Context: an optimization exercise on an open-source flow, tuned for small area. The choices shown serve that exercise and are no tape-out recipe. The RTL was checked by simulation tests, not by an equivalence proof against the original design. No activity file was given, so power comes from the tool's default toggle rates.

==> flow/design.v <==
package grf_pkg;
  localparam int DATA_W_DEF = 32;
  localparam int ADDR_W_DEF = 5;
  localparam int ZERO_REG   = 0;
  function automatic int clog2(input int value);
    int width;
    width = 0;
    while ((1 << width) < value) width = width + 1;
    clog2 = width;
  endfunction
endpackage
module grf_ao22 (
  input  logic en,
  input  logic d,
  input  logic en_n,
  input  logic q,
  output logic y
);
  assign y = (en & d) | (en_n & q);
endmodule
module grf_aoi222 (
  input  logic s0, d0,
  input  logic s1, d1,
  input  logic s2, d2,
  output logic y
);
  assign y = ~((s0 & d0) | (s1 & d1) | (s2 & d2));
endmodule
module grf_aoi22 (
  input  logic s0, d0,
  input  logic s1, d1,
  output logic y
);
  assign y = ~((s0 & d0) | (s1 & d1));
endmodule
module grf_aor31 (
  input  logic [30:0] sel,
  input  logic [30:0] d,
  output logic        y
);
  logic [10:0] n;
  for (genvar k = 0; k < 10; k++) begin : g_aoi
    grf_aoi222 u (
      .s0(sel[3*k]),   .d0(d[3*k]),
      .s1(sel[3*k+1]), .d1(d[3*k+1]),
      .s2(sel[3*k+2]), .d2(d[3*k+2]),
      .y (n[k])
    );
  end
  grf_nand2 u_last (.a(sel[30]), .b(d[30]), .y(n[10]));
  assign y = ~&n;
endmodule
module grf_cnt_nxt (
  input  logic       f,
  input  logic       up,
  input  logic       dn,
  input  logic [1:0] c,
  output logic [1:0] n,
  output logic       full,
  output logic       empty
);
  logic t, y1, h, c1_n, y0;
  grf_nand2  u_t  (.a(dn), .b(c[0]), .y(t));
  grf_aoi22  u_y1 (.s0(c[1]), .d0(t), .s1(up), .d1(c[0]), .y(y1));
  grf_nor2   u_n1 (.a(y1), .b(f), .y(n[1]));
  grf_nor2   u_h  (.a(up), .b(dn), .y(h));
  grf_inv    u_ci (.a(c[1]), .y(c1_n));
  grf_aoi222 u_y0 (.s0(up), .d0(c1_n), .s1(dn), .d1(c[1]), .s2(h), .d2(c[0]), .y(y0));
  grf_nor2   u_n0 (.a(y0), .b(f), .y(n[0]));
  grf_nor2   u_fl (.a(c[0]), .b(c1_n), .y(full));
  grf_nor2   u_em (.a(c[0]), .b(c[1]), .y(empty));
endmodule
module grf_inv (input logic a, output logic y);
  assign y = ~a;
endmodule
module grf_nand2 (input logic a, b, output logic y);
  assign y = ~(a & b);
endmodule
module grf_nor2 (input logic a, b, output logic y);
  assign y = ~(a | b);
endmodule
module grf_or2 (input logic a, b, output logic y);
  assign y = a | b;
endmodule
module grf_nor3 (input logic a, b, c, output logic y);
  assign y = ~(a | b | c);
endmodule
module grf_a21o (input logic a1, a2, b, output logic y);
  assign y = (a1 & a2) | b;
endmodule
module grf_a21oi (input logic a1, a2, b, output logic y);
  assign y = ~((a1 & a2) | b);
endmodule
module grf_nand3 (input logic a, b, c, output logic y);
  assign y = ~(a & b & c);
endmodule
module grf_nand4 (input logic a, b, c, d, output logic y);
  assign y = ~(a & b & c & d);
endmodule
module grf_and2 (input logic a, b, output logic y);
  assign y = a & b;
endmodule
module grf_and3 (input logic a, b, c, output logic y);
  assign y = a & b & c;
endmodule
module grf_predec #(
  parameter bit EN = 1'b1
) (
  input  logic [4:0] a,
  input  logic       en,
  output logic [3:0] lo,
  output logic [3:0] lo_n,
  output logic [7:0] hi,
  output logic [7:0] hi_n
);
  logic [4:0] an;
  for (genvar k = 0; k < 5; k++) begin : g_inv
    grf_inv u (.a(a[k]), .y(an[k]));
  end
  for (genvar l = 0; l < 4; l++) begin : g_lo
    grf_nand2 u_n (
      .a(l[0] ? a[0] : an[0]), .b(l[1] ? a[1] : an[1]), .y(lo_n[l])
    );
    grf_nor2 u_p (
      .a(l[0] ? an[0] : a[0]), .b(l[1] ? an[1] : a[1]), .y(lo[l])
    );
  end
  for (genvar h = 0; h < 8; h++) begin : g_hi
    if (EN) begin : g_en
      grf_nand4 u (
        .a(h[0] ? a[2] : an[2]), .b(h[1] ? a[3] : an[3]),
        .c(h[2] ? a[4] : an[4]), .d(en), .y(hi_n[h])
      );
    end else begin : g_noen
      grf_nand3 u (
        .a(h[0] ? a[2] : an[2]), .b(h[1] ? a[3] : an[3]),
        .c(h[2] ? a[4] : an[4]), .y(hi_n[h])
      );
    end
    grf_inv u_p (.a(hi_n[h]), .y(hi[h]));
  end
endmodule
module grf_busy (
  input  logic [3:0]  lo,
  input  logic [7:0]  hi_n,
  input  logic [31:0] bz,
  output logic        y
);
  logic [7:0] g, g2, t;
  for (genvar h = 0; h < 8; h++) begin : g_h
    grf_aoi222 u_g (
      .s0(lo[0]), .d0(bz[4*h]),
      .s1(lo[1]), .d1(bz[4*h+1]),
      .s2(lo[2]), .d2(bz[4*h+2]),
      .y (g[h])
    );
    grf_nand2 u_g2 (.a(lo[3]), .b(bz[4*h+3]), .y(g2[h]));
    grf_a21oi u_t (.a1(g[h]), .a2(g2[h]), .b(hi_n[h]), .y(t[h]));
  end
  assign y = |t;
endmodule
module grf_sb (
  input  logic        clk,
  input  logic        reset,
  input  logic        we,
  input  logic [4:0]  waddr,
  input  logic [31:0] wdata,
  input  logic [9:0]  rd_addr,
  output logic [63:0] rd_data,
  output logic [1:0]  rd_busy,
  input  logic        issue_valid,
  input  logic [4:0]  issue_addr,
  input  logic        flush,
  output logic        err_underflow,
  output logic        err_overflow
);
  logic [31:1][31:0] regs;
  logic [31:1][31:0] regs_d;
  logic [31:1]       valid;
  logic [31:1]       valid_d;
  logic [31:1]       wsel;
  logic [31:1]       wsel_n;
  logic [31:1]       up;
  logic [31:1]       dn;
  logic              same;
  logic              iv_c;
  logic              we_c;
  logic [31:1][1:0]  cnt;
  logic [31:1][1:0]  cnt_d;
  logic [31:1]       bz;
  logic [31:1]       full;
  logic [31:1]       empty;
  logic              ovf;
  logic              udf;
  logic              err_ovf_q;
  logic              err_udf_q;
  assign same = issue_addr == waddr;
  assign iv_c = issue_valid && !flush && !(we && same);
  assign we_c = we && !flush && !(issue_valid && same);
  logic [3:0] w_lo, w_lo_n, i_lo, i_lo_n, c_lo, c_lo_n;
  logic [7:0] w_hi, w_hi_n, i_hi, i_hi_n, c_hi, c_hi_n;
  grf_predec u_pw (.a(waddr), .en(we), .lo(w_lo), .lo_n(w_lo_n), .hi(w_hi), .hi_n(w_hi_n));
  grf_predec u_pc (.a(waddr), .en(we_c), .lo(c_lo), .lo_n(c_lo_n), .hi(c_hi), .hi_n(c_hi_n));
  grf_predec u_pi (.a(issue_addr), .en(iv_c), .lo(i_lo), .lo_n(i_lo_n), .hi(i_hi), .hi_n(i_hi_n));
  for (genvar r = 1; r < 32; r++) begin : g_dec
    grf_and2  u_ws  (.a(w_lo[r%4]),   .b(w_hi[r/4]),   .y(wsel[r]));
    grf_nand2 u_wsn (.a(w_lo[r%4]),   .b(w_hi[r/4]),   .y(wsel_n[r]));
    grf_nor2  u_dn  (.a(c_lo_n[r%4]), .b(c_hi_n[r/4]), .y(dn[r]));
    grf_nor2  u_up  (.a(i_lo_n[r%4]), .b(i_hi_n[r/4]), .y(up[r]));
  end
  for (genvar r = 1; r < 32; r++) begin : g_reg
    for (genvar b = 0; b < 32; b++) begin : g_bit
      grf_ao22 u_ld (
        .en(wsel[r]), .d(wdata[b]), .en_n(wsel_n[r]), .q(regs[r][b]),
        .y (regs_d[r][b])
      );
    end
  end
  always_ff @(posedge clk) regs <= regs_d;
  for (genvar r = 1; r < 32; r++) begin : g_vld
    grf_or2 u_v (.a(valid[r]), .b(wsel[r]), .y(valid_d[r]));
  end
  always_ff @(posedge clk or negedge reset) begin
    if (!reset) valid <= '0;
    else        valid <= valid_d;
  end
  for (genvar r = 1; r < 32; r++) begin : g_cnt
    grf_cnt_nxt u_nxt (
      .f(flush), .up(up[r]), .dn(dn[r]), .c(cnt[r]),
      .n(cnt_d[r]), .full(full[r]), .empty(empty[r])
    );
    grf_a21o u_bz (.a1(cnt[r][0]), .a2(wsel_n[r]), .b(cnt[r][1]), .y(bz[r]));
  end
  always_ff @(posedge clk or negedge reset) begin
    if (!reset) cnt <= '0;
    else        cnt <= cnt_d;
  end
  grf_aor31 u_ovf (.sel(up), .d(full), .y(ovf));
  grf_aor31 u_udf (.sel(dn), .d(empty), .y(udf));
  always_ff @(posedge clk or negedge reset) begin
    if (!reset) begin
      err_ovf_q <= 1'b0;
      err_udf_q <= 1'b0;
    end else begin
      err_ovf_q <= err_ovf_q | ovf;
      err_udf_q <= err_udf_q | udf;
    end
  end
  for (genvar i = 0; i < 2; i++) begin : g_rd
    logic [3:0]  lo, lo_n;
    logic [7:0]  hi, hi_n;
    logic [31:1] sel;
    grf_predec #(.EN(1'b0)) u_pr (.a(rd_addr[i*5 +: 5]), .en(1'b1), .lo(lo), .lo_n(lo_n), .hi(hi), .hi_n(hi_n));
    for (genvar r = 1; r < 32; r++) begin : g_sel
      grf_and3 u_s (.a(lo[r%4]), .b(hi[r/4]), .c(valid_d[r]), .y(sel[r]));
    end
    for (genvar b = 0; b < 32; b++) begin : g_bit
      logic [31:1] d;
      for (genvar r = 1; r < 32; r++) begin : g_r
        assign d[r] = regs_d[r][b];
      end
      grf_aor31 u_bit (.sel(sel), .d(d), .y(rd_data[i*32 + b]));
    end
    grf_busy u_busy (.lo(lo), .hi_n(hi_n), .bz({bz, 1'b0}), .y(rd_busy[i]));
  end
  assign err_overflow  = err_ovf_q;
  assign err_underflow = err_udf_q;
endmodule
export LEC_CHECK = 0
export CAP_MARGIN = 0
export CORE_MARGIN = 2
export CORE_UTILIZATION = 35
export SLEW_MARGIN = 0
export SYNTH_HIERARCHICAL = 1
export SYNTH_MINIMUM_KEEP_SIZE = 0
export POST_FLOORPLAN_TCL = /design/flow/flow/downsize.tcl
export BUFFER_PORTS_ARGS = -buffer_cell sky130_fd_sc_hd__buf_1
export CTS_ARGS = -sink_clustering_enable -repair_clock_nets -dont_use_dummy_load -buf_list sky130_fd_sc_hd__clkbuf_4 -sink_clustering_size 10 -sink_clustering_max_diameter 40
create_clock -name core_clock -period 7.5 [get_ports {clk}]
standard.sh (not shown) runs the stock make flow with config.mk's settings and CLKGATE_MAP_FILE= SYNTH_SCRIPT=/design/flow/synth_recipe.tcl, a recipe that flattens the netlist after the stock synthesis.
==> flow/flow/run.sh <==
#!/bin/bash
set -e
cat >> config.mk <<EOC
export POST_FLOORPLAN_TCL = $PWD/flow/downsize.tcl
export BUFFER_PORTS_ARGS = -buffer_cell sky130_fd_sc_hd__buf_1
export CTS_ARGS = -sink_clustering_enable -repair_clock_nets -dont_use_dummy_load -buf_list sky130_fd_sc_hd__clkbuf_4 -sink_clustering_size 10 -sink_clustering_max_diameter 40
EOC
bash standard.sh > standard.log 2>&1
==> flow/flow/downsize.tcl <==
# Swap every combinational cell to the smallest-area size of the same cell
# (same function and pins); timing repair later upsizes what needs it.
set block [ord::get_db_block]
set db [ord::get_db]
set n 0
set saved 0
foreach inst [$block getInsts] {
  set master [$inst getMaster]
  set name [$master getName]
  if {![regexp {^(sky130_fd_sc_hd__[a-z0-9]+)_([0-9]+)$} $name -> base sz]} { continue }
  if {[regexp {^sky130_fd_sc_hd__(df|edf|sdf|dl|tap|fill|decap|conb|diode)} $name]} { continue }
  set best $master
  set bw [$master getWidth]
  foreach s {0 1 2} {
    set m [$db findMaster "${base}_$s"]
    if {$m eq "NULL" || $m eq ""} { continue }
    if {[$m getWidth] < $bw} { set best $m; set bw [$m getWidth] }
  }
  if {$best ne $master} {
    set saved [expr {$saved + [$master getWidth] - $bw}]
    replace_cell [$inst getName] [$best getName]
    incr n
  }
}
puts "downsize: swapped $n cells, width saved [expr {$saved / 1000.0}] um"
Edit:
- CORE_UTILIZATION: 35 -> 45
What happened: Routed wire length came out higher slightly; die area went down by about a fifth; worst setup slack gets worse by 0.025 ns; cell count went down by a few percent; fmax went down slightly; clock-buffer cell count is higher by 4; clock power barely changes; worst hold slack got worse by 0.13 ns; global-route usage went up by 9.2 points; non-clock buffer count is higher by 4; register-to-register slack loses 0.06 ns.

## afterwards: timing with drivers on the ports
The flow's constraints put no driver on any port. The routed layouts listed below were extracted and timed again, unchanged, in two steps.
Step 1 (the two cells are an assumption about what drives the block):
set clk [get_ports {clk}]
set_driving_cell -lib_cell sky130_fd_sc_hd__clkbuf_16 $clk
set_driving_cell -lib_cell sky130_fd_sc_hd__buf_2 [delete_from_list [all_inputs] $clk]
Step 2 times the ports against the registers' clock, not the clock port: input delays grow and output delays shrink by t, the midpoint of the rising clock arrivals with the driver on.
Three values: no drivers, after step 1, after step 2; two values: the first two.
run	shift t [ns]	slack for setup (ns)	hold WS [ns]	worst setup path at the end	latest minus earliest clock arrival (ns)
the first run	1.196	0.541 / 0.514 / 0.514	0.467 / 0.465 / 0.467	input to output	0.162 / 0.162
the second run	1.149	0.516 / 0.494 / 0.494	0.339 / 0.297 / 0.472	input to output	0.142 / 0.141
After both steps setup and hold are still met in every run listed. The setup slack of the first run, which loses most, moves by -0.027 ns with the drivers and by -0.027 ns with both steps.
